This is an optimization exercise on Yosys and OpenROAD, whose aim is small area, a short achievable clock period and few clock cycles per item, not a production implementation.
Function was checked by simulation only, so behaviour that the tests miss may differ from the original.
Power is estimated from default activity; no workload was simulated.

==> flow/design.v (excerpt) <==
module huff_encoder #(
  parameter int SYM_W  = 5,
  parameter int LEN_W  = 6,
  parameter int CODE_W = 32
) (
  input  logic                            clk,
  input  logic                            rst,
  input  logic [LEN_W+SYM_W+CODE_W-1:0]   cb_data,
  input  logic                            cb_valid,
  output logic                            cb_ready,
  input  logic                            start,
  input  logic                            flush,
  input  logic [SYM_W-1:0]                sym_in,
  input  logic                            sym_valid,
  output logic                            sym_ready,
  output logic [CODE_W-1:0]               data_out,
  output logic                            out_valid,
  input  logic                            out_ready,
  output logic [LEN_W-1:0]                out_bits,
  output logic                            out_last,
  output logic                            busy,
  output logic                            err
);
clock: 7.0 ns
lec_check: 0
cap_margin: 20
core_margin: 2
core_utilization: 60
setup_slack_margin: 4.2
slew_margin: 20
tns_end_percent: 100
standard.sh (not shown) runs the stock make flow with config.mk's settings and CLKGATE_MAP_FILE= SYNTH_SCRIPT=/design/flow/synth_recipe.tcl, a recipe that flattens the netlist after the stock synthesis.
==> flow/flow/run.sh <==
#!/bin/bash
set -euo pipefail
export BUFFER_PORTS_ARGS="-buffer_cell sky130_fd_sc_hd__buf_2"
bash standard.sh > standard_flow.log 2>&1
Testbench counts at the start, summed over its fixed seeds: cycles 12,064, items 12,000.
Change:
--- a/flow/config.mk
+++ b/flow/config.mk
@@ -10,0 +11,3 @@
+export CTS_BUF_LIST = sky130_fd_sc_hd__clkbuf_16
+export CTS_CLUSTER_DIAMETER = 60
+export CTS_CLUSTER_SIZE = 24
- design area goes down by 2.3%
- total power fell by 9.6%
- clock skew rose by 0.0043 ns
- global-route usage decreases by 0.42 points
- non-clock buffer count increases by 1
- fmax increases by 1.3%
- utilization went down by 1.6 points
- setup slack is better by 0.036 ns
- first-iteration DRC count barely changes
- hold slack gets better by 0.0075 ns

Another version of the RTL of huff_encoder (not shown whole).
For scale: roughly 3300 cells after synthesis, ~1400 flip-flops, roughly 0.052 mm² of cells after synthesis.
clock: 7.0 ns
lec_check: 0
cap_margin: 20
core_margin: 2
core_utilization: 68
cts_buf_list: sky130_fd_sc_hd__clkbuf_16
cts_cluster_diameter: 80
cts_cluster_size: 32
setup_slack_margin: 4.45
slew_margin: 20
tns_end_percent: 100
Scripts as last shown in full above: flow/flow/run.sh
Testbench counts at the start, summed over its fixed seeds: cycles 12,064, items 12,000.
Rerun with:
--- a/flow/config.mk
+++ b/flow/config.mk
@@ -10 +10 @@
-export CORE_UTILIZATION = 68
+export CORE_UTILIZATION = 60
@@ -12,3 +12,3 @@
-export CTS_CLUSTER_DIAMETER = 80
-export CTS_CLUSTER_SIZE = 32
-export SETUP_SLACK_MARGIN = 4.45
+export CTS_CLUSTER_DIAMETER = 60
+export CTS_CLUSTER_SIZE = 24
+export SETUP_SLACK_MARGIN = 4.4
What happened: The changed run finished with timing, DRC and antenna clean. Total power rose by roughly a tenth. Sequential power stays flat. Utilization fell by 7.1 points. Cell area rose by a few percent. Clock skew rose by 0.0069 ns. Clock-buffer cell count rose by 42. Register-to-register slack degrades by 0.04 ns. Critical path depth stays the same.
Rerun with:
--- a/flow/config.mk
+++ b/flow/config.mk
@@ -10 +10 @@
-export CORE_UTILIZATION = 60
+export CORE_UTILIZATION = 65
@@ -12,2 +12,2 @@
-export CTS_CLUSTER_DIAMETER = 60
-export CTS_CLUSTER_SIZE = 24
+export CTS_CLUSTER_DIAMETER = 80
+export CTS_CLUSTER_SIZE = 32
Result: Worst setup slack improved by 0.010 ns. Core utilization goes up by 4.0 points. Die area goes down by 7.6%.
Rerun with:
--- a/flow/config.mk
+++ b/flow/config.mk
@@ -8 +8 @@
-export CAP_MARGIN = 20
+export CAP_MARGIN = 5
@@ -15 +15 @@
-export SLEW_MARGIN = 20
+export SLEW_MARGIN = 5
Result:
- The changed run went through all stages and came out clean
- combinational power stays flat
- total power hardly moves
- via count hardly moves
- worst setup slack degrades by 0.0033 ns
- global-route usage is unchanged
- critical path depth does not change
- final cell count hardly moves
- first-iteration DRC count rose slightly
- sequential power barely changes
- maximum frequency hardly moves
- worst hold slack degrades by 0.0041 ns
Rerun with:
--- a/flow/config.mk
+++ b/flow/config.mk
@@ -8 +8 @@
-export CAP_MARGIN = 5
+export CAP_MARGIN = 10
@@ -10 +10 @@
-export CORE_UTILIZATION = 65
+export CORE_UTILIZATION = 72
@@ -13 +13 @@
-export CTS_CLUSTER_SIZE = 32
+export CTS_CLUSTER_SIZE = 28
@@ -15 +15 @@
-export SLEW_MARGIN = 5
+export SLEW_MARGIN = 10
The changed run produced a clean layout; non-clock buffer count came out higher by 6; combinational power came out higher by about 4%; sequential share of layout area is about the same; wire length came out lower by 1.7%; power is about the same.

Setup of garnet:
Another version of the RTL of huff_encoder (not shown whole).
For scale: ~1400 flip-flops, roughly 99 I/O pins, roughly 53000 um2 of cells after synthesis.
export LEC_CHECK = 0
export CAP_MARGIN = 20
export CORE_MARGIN = 2
export CORE_UTILIZATION = 55
export SETUP_SLACK_MARGIN = 4.0
export SLEW_MARGIN = 20
export TNS_END_PERCENT = 20
create_clock -name core_clock -period 7.0 [get_ports {clk}]
run.sh (not shown) runs the stock make flow with config.mk's settings and CLKGATE_MAP_FILE= SYNTH_SCRIPT=/design/flow/synth_recipe.tcl, a recipe that flattens the netlist after the stock synthesis.
Stock flow here: none of the scripts above is used.
No stage failed in garnet, and the final checks on the layout all came back clean.
Testbench counts of garnet, summed over its fixed seeds: cycles 12,064, items 12,000.
The following lists how tundra was set up differently from garnet:
-- flow/config.mk --
<<< garnet, line 9
export CORE_MARGIN = 2
export CORE_UTILIZATION = 55
export SETUP_SLACK_MARGIN = 4.0
export SLEW_MARGIN = 20
export TNS_END_PERCENT = 20
>>> tundra, line 9
export CORE_MARGIN = 2
export CORE_UTILIZATION = 40
export SLEW_MARGIN = 20
==> comparison <==
Result for tundra and garnet: all clean. Comparing tundra and garnet, the lower placed cell area was measured on garnet. Per the comparison of tundra with garnet, net switching power climbed about 1.2%; synthesized net count barely changed; overall power consumption dropped 0.060 mW; count of clock-buffer cells in the layout climbed 1.1%. tundra: global router's overall resource usage is 9.6 points lower than what garnet reported. Compared with garnet, tundra shows a higher half-perimeter wire length after placement. Against garnet, via count of the first global-routing pass in tundra fell slightly. Changes observed in tundra relative to garnet: pre-CTS setup slack has decreased; wire length on met3 went down by 5.5%.
What juniper does differently from tundra at the input level:
==> flow/flow/run.sh (new file) <==
#!/bin/bash
set -euo pipefail
export BUFFER_PORTS_ARGS="-buffer_cell sky130_fd_sc_hd__buf_2"
bash standard.sh > standard_flow.log 2>&1
==> flow/standard.sh (new file) <==
#!/bin/bash
# synth_recipe.tcl (not shown) runs the flow's synth.tcl, then flattens the netlist and writes it again
# the make line also repeats each setting of config.mk as NAME=value (left out here)
make -C /OpenROAD-flow-scripts/flow DESIGN_CONFIG=/design/flow/config.mk WORK_HOME=/design/flow/orfs CLKGATE_MAP_FILE= SYNTH_SCRIPT=/design/flow/synth_recipe.tcl "${@:-finish}"
-- flow/config.mk --
<<< tundra, line 9
export CORE_MARGIN = 2
export CORE_UTILIZATION = 40
export SLEW_MARGIN = 20
>>> juniper, line 9
export CORE_MARGIN = 2
export CORE_UTILIZATION = 55
export SETUP_SLACK_MARGIN = 4.0
export SLEW_MARGIN = 20
export TNS_END_PERCENT = 20
removed: flow/run.sh
## What came out
Looking at count of inserted antenna diode cells, juniper sits 3 above tundra.
Diff tundra -> juniper | fmax | increase of about 17%
In the flow results for tundra and juniper, the total routed wirelength is smaller on juniper.
Compare tundra and juniper | routed wirelength normalized by instance count higher: juniper
On power dissipated in the clock network, the higher figure sits with tundra, not juniper.
tundra → juniper: maximum single-stage delay on the critical path shrank by 0.07 ns, design area shrank by 2.0%.

==> what the ideal ports hide <==
How much do the figures lean on ideal ports? The routed layouts below were timed once more, with nothing changed but the port constraints. Step 1, drivers: a clkbuf_16 drives clk and a buf_2 each remaining input, both assumed. Step 2 adds t to the input delays and takes it off the output delays; t is the mean of the earliest and latest rising clock arrival at the registers after step 1. Input paths then give back, and output paths get back, about the clock's delay inside the block. a / b / c = ideal / step 1 / step 2; a / b = the first two.
| run | t, ns | setup WS [ns] | clock arrival spread, ns | worst data-port slew with drivers (ns) |
|---|---|---|---|---|
| the first run of note 1 | 0.818 | 4.233 / 4.158 / 3.552 | 0.031 / 0.031 | 0.04 |
| the second run of note 1 | 0.748 | 4.269 / 4.195 / 3.651 | 0.034 / 0.033 | 0.04 |
| the first run of note 2 | 0.744 | 4.311 / 4.238 / 3.797 | 0.034 / 0.033 | 0.06 |
| the second run of note 2 | 0.750 | 4.315 / 4.239 / 3.831 | 0.037 / 0.037 | 0.06 |
| the third run of note 2 | 0.736 | 4.326 / 4.253 / 3.799 | 0.037 / 0.038 | 0.06 |
| the fourth run of note 2 | 0.738 | 4.323 / 4.249 / 3.800 | 0.035 / 0.035 | 0.06 |
| the fifth run of note 2 | 0.744 | 4.304 / 4.232 / 3.808 | 0.030 / 0.030 | 0.07 |
| garnet | 0.827 | 3.878 / 3.799 / 3.195 | 0.034 / 0.033 | 0.04 |
| tundra | 0.828 | 3.369 / 3.300 / 3.055 | 0.046 / 0.046 | 0.08 |
| juniper | 0.815 | 3.896 / 3.820 / 3.410 | 0.031 / 0.031 | 0.05 |
After both steps setup and hold are still met in every run listed. The setup slack of garnet, which loses most, moves by -0.079 ns with the drivers and by -0.683 ns with both steps.
